What follows belongs to an exercise in optimizing a design on an open flow for small area and a short achievable clock period; a production flow would make more cautious choices.
Function was checked by simulation only, so behaviour that the tests miss may differ from the original.

## flow/design.v (module list and top-level ports; edited modules follow where they fit)
// module efi_fa: 10 lines
// module efi_bsel: 10 lines
// module efi_bseln: 10 lines
// module efi_dot_product_accum: 1766 lines
// module efi_dot_product_accum_top: 27 lines
module efi_dot_product_accum_top (
   input  logic         clk0,
   input  logic         aclr0,
   input  logic         ena,
   input  logic         in_valid,
   input  logic         in_first,
   input  logic         in_last,
   input  logic [63:0]  ax,
   input  logic [63:0]  ay,
   output logic         out_valid,
   output logic [47:0]  result,
   output logic         out_overflow
);
  // ...
==> flow/run.sh <==
#!/bin/bash
# synth_recipe.tcl (not shown) runs the flow's synth.tcl, then flattens the netlist and writes it again
# the make line also repeats each setting of config.mk as NAME=value (left out here)
make -C /OpenROAD-flow-scripts/flow DESIGN_CONFIG=/design/flow/config.mk WORK_HOME=/design/flow/orfs CLKGATE_MAP_FILE= SYNTH_SCRIPT=/design/flow/synth_recipe.tcl finish
==> flow/config.mk <==
export PLATFORM = sky130hd
export DESIGN_NAME = efi_dot_product_accum_top
export DESIGN_NICKNAME = efi_dot_product_accum_top
export VERILOG_FILES = /design/flow/design.v
export SDC_FILE = /design/flow/constraint.sdc
export NUM_CORES = 4
export LEC_CHECK = 0
export ABC_AREA = 1
export CAP_MARGIN = 20
export CORE_MARGIN = 2
export CORE_UTILIZATION = 40
export SLEW_MARGIN = 20
export SYNTH_HIERARCHICAL = 1
==> flow/constraint.sdc <==
create_clock -name core_clock -period 7.5 [get_ports {clk0}]
set_input_delay 1.5000 -clock core_clock [delete_from_list [all_inputs] [get_ports {clk0}]]
set_output_delay 1.5000 -clock core_clock [all_outputs]
set_load 0.01 [all_outputs]
==> impl_metrics.ini, run 1 <==
[timing]
fin_crit_sh_pct = 58.1
rsz0062_at_grt = no
fin_skew_ns = 0.0360
finalCriticalPeriod_ns = 4.36
finalSetupTns_ns = 0

[yosys]
ys_seq_area_share_pct = 35.3
synth-simple-area-share_pct = 11.0
synth_edf_count = 424
synth_area_mm2 = 0.0439
async_flop_share_pct = 20.7
synth_top_cell_by_area = edfxtp_1

[final_layout]
final_cells = 5850
utilization_pct = 45.3
multi_input_area_mm2 = 0.0259
dominant_cells = multi-input combinational cells
nFillCells = 10300
buffer_area_share_pct = 4.59

[die]
rows = 121

[clock_tree]
root_buffer = clkbuf_16
clock-sinks = 535
postCtsSetupBuffers = 0

[worst_setup_path]
cp-endpoint = u_core.r1[139]
crit_path_frequent_cell = fa_1
worstPathMaxFanout = 18
cp.depth = 7

[power_and_ir_drop]
seq_power_mw = 6.55
seqPwrFrac_pct = 26.1

[grt]
grt_overflow = 0
met1_usage_pct = 36.7

[hold_path]
holdCritStartpoint = u_core.r1[0]

[outcome]
status = finished clean

[placed_design]
hpwlAfterDp_um = 122000

[detailed_routing]
drt-total-wl_um = 158000
==> run 2, diff against run 1 <==
--- a/flow/config.mk
+++ b/flow/config.mk
@@ -10,4 +10,5 @@
 export CORE_MARGIN = 2
 export CORE_UTILIZATION = 40
+export SETUP_SLACK_MARGIN = 4.0
 export SLEW_MARGIN = 20
 export SYNTH_HIERARCHICAL = 1
==> impl_metrics.ini, run 2 <==
[timing]
hold_viol_final = 0
setup_viol = 0
fin_skew_ns = 0.0332
max_slew_margin_pct = 29.0
whs_ns = 0.420
finalSetupTns_ns = 0
layout_setup_ws_ns = 3.97
finalCriticalPeriod_ns = 3.53
rsz0062_at_grt = yes
fmax_mhz = 283
worst_pin_slew_ns = 1.06
fin_crit_sh_pct = 47.1
slew_violations = 0

[yosys]
synth.most_common_cell = nand2_1
synth-adder-area-share_pct = 26.5
async_flop_share_pct = 20.7
ys_seq_area_share_pct = 35.3
synth_area_mm2 = 0.0439
syn_area_per_cell_um2 = 10.2
synth-compound-area-share_pct = 11.3
yosys-top-cells-area = edfxtp_1, fa_1, xor2_1
synth-main-ff-cell = edfxtp_1
synthTopCellsByCount = nand2_1, fa_1, xor2_1
ys_ff_latch = 535
synth_nets = 5055
synth_xor_area_share_pct = 10.1
syn_inst = 4298
synth-simple-area-share_pct = 11.0
ys.warnings.count = 8
synthMuxAreaShare_pct = 0.0513
synth_edf_count = 424
synth_top_cell_by_area = edfxtp_1
synth.distinct_cells = 46
synthDominantCellAreaShare_pct = 29.0
synth_top_family_by_area = adder cells

[final_layout]
drive_gt1_share_pct = 9.52
layout_commonest_cell = nand2_1
n_antenna_cell = 0
multi_input_area_mm2 = 0.0265
largest-register = u_core.r1
utilization_pct = 46.8
top_regs = u_core.r1 x197, u_core.r2 x65
finish.instance_area_mm2 = 0.0509
nets = 5212
nFillCells = 10200
final_cell_mix = nand2_1, fa_1, xor2_1
final_cells = 5920
seq_area_mm2 = 0.0155
area.growth.synth_to_final_pct = 16.0
largest_register_ffs = 197

[worst_setup_path]
crit_chain = inv_1 -> nor2_1 -> xor2_2 -> fa_1 -> fa_1 -> fa_1
worst-setup-path-type = reg -> reg
worstReg2RegStart = u_core.ax_s0[16]
r2r_end = u_core.r1[53]
slowest_stage = edfxtp_1
cp_slowest_stage_delay_ns = 0.66
cp-start-kind = flop
crit_path_frequent_cell = fa_1
ff2ff_path_depth = 6
worstPathMaxFanout = 14
end_kind = flop
worstPathArrival_ns = 3.92
required_ns = 7.89
r2r_slack_ns = 3.97

[clock_tree]
cts_tree = yes
root_buffer = clkbuf_16
htree_num_levels = 3
cts_hold_buf = 0
clkTransAtPathRegs_ns = 0.06
clock-sinks = 535
clock_latency_ns = 0.65
cts_buffer_depth = 3
cts_made_buffers = 68

[die]
start_util_pct = 40.3
fp.dieH_um = 335
dieArea_mm2 = 0.112
rows = 121
coreArea_mm2 = 0.109
ios = 184
die_width_um = 335

[grt]
grtUsageMet3_pct = 8.42
met1_usage_pct = 35.1
first_global_vias = 34100
busiest_layer = met2
grt_overflow = 0
grtUsageMet2_pct = 45.5
grt_antenna_before_repair = 4
grt_start_max_net_pins = 71
grt_usage_pct = 28.1
grt_pass1_wl_um = 230000

[detailed_routing]
drc = 0
via_count = 33900
ant_nets = 0
routedWlPerCell_um = 26.8
drt-total-wl_um = 159000
drtIter0Drc = 3227
dr.pass1.iters = 9
viasPerCell = 5.73

[placed_design]
placed_cells = 5727
place_congestion = 0.973
hpwlAfterDp_um = 121000
dpl_cell_area_mm2 = 0.0470
dpl_worst_slack_ns = 3.09
numPortBuffers = 183

[hold_path]
min_to = u_core.r2[2]
min_path_type = reg -> reg
worst_hold_path.num_cells = 0
holdCritStartpoint = u_core.r1[2]

[power_and_ir_drop]
p_per_area_mw_per_mm2 = 496
cellLeakagePower_nw = 20.8
ir_drop_v = 0.000294
finalPower_mw = 25.3

[outcome]
status = finished clean

[job]
max_cap_viol_count = 0
-- run 2: cell type report --
type	instances	area share, %
clock buffers	82	3.52
inverters	406	3.09
repair buffers	312	6.44
multi-input cells	3129	52.1
repair inverters	3	0.0393
clock inverters	39	0.909
well taps	1414	3.47
flip-flops and latches	535	30.4
-- run 2: logic make-up (layout without fill, tap and decap cells) --
kind of cell,count (synthesis),after routing
muxes,2,2
buffers and inverters,634,842
xor gates and xnor gates,507,507
DFF,535,535
and+or+nand+nor,1158,1158
adders and majority gates,623,623
AOI/OAI and AO/OA,839,839
-- run 2: worst max-delay path by stage --
stage | startpoint | to | slack (ns) | depth (start not counted)
6_report | u_core.ax_s0[16] | u_core.r1[53] | 3.97 | 6
5_1_grt | u_core.ay_s0[9] | u_core.r1[91] | 3.95 | 10
4_1_cts | u_core.ay_s0[49] | u_core.r1[91] | 3.96 | 7
3_5_place_dp | u_core.ay_s0[23] | u_core.r1[91] | 3.09 | 8
3_3_place_gp | u_core.ay_s0[23] | u_core.r1[91] | 3.12 | 8
2_1_floorplan | u_core.ay_s0[11] | u_core.r1[81] | 4.28 | 10
-- run 2: timing repair --
item                       4_1_cts  5_1_grt
gates resized for setup         89      141
buffers inserted                44       23
pin swaps                        8       19
cloned                           1        4
setup endpoints to repair      168      115
-- run 2: Yosys stat by module (local to each module, per instance), a selection --
| module | cell area, um2 | cells inside | copies in the design | flops+latches |
|---|---|---|---|---|
| efi_dot_product_accum | 33700 | 3787 | 1 | 535 |
| efi_fa | 20.0 | 1 | 511 | 0 |
-- run 2: worst max-delay path, delay by kind of cell, from the launching register on --
family	cells	cell delay, ns
DFF	1	0.66
buffers and inverters	1	0.46
and+or+nand+nor	1	0.31
xor gates and xnor gates	1	0.29
adders and majority gates	3	1.52
-- run 2: report_power, final --
part | internal (mW) | total [mW] | switching [mW]
Sequential | 5.74 | 6.47 | 0.731
Combinational | 6.20 | 15.4 | 9.18
Clock | 2.03 | 3.40 | 1.37
Total | 14.0 | 25.3 | 11.3
-- run 2: metal layers --
layer	vias to the layer above	part of all wire, %
li1	14800	-
met3	426	11
met4	4	4.9
met1	16700	38
met5	-	0.018
met2	1943	46

==> static timing again, ports no longer ideal <==
How much do the figures lean on ideal ports? The routed layouts below were timed once more, with nothing changed but the port constraints. Step 1: set_driving_cell puts a clkbuf_16 on clk0 and a buf_2 on each other input, an assumption about the parent block. Step 2 adds t to the input delays and takes it off the output delays; t is the mean of the earliest and latest rising clock arrival at the registers after step 1. Input paths then give back, and output paths get back, about the clock's delay inside the block. Three values: no drivers, after step 1, after step 2; two values: the first two.
run | t (ns) | slack for setup (ns) | hold slack, ns
run 1 | 0.721 | 3.144 / 3.144 / 3.144 | 0.420 / 0.420 / 0.420
run 2 | 0.714 | 3.970 / 3.970 / 3.503 | 0.420 / 0.420 / 0.420
After both steps setup and hold are still met in every run listed. The setup slack of run 2, which loses most, moves by 0.000 ns with the drivers and by -0.467 ns with both steps.
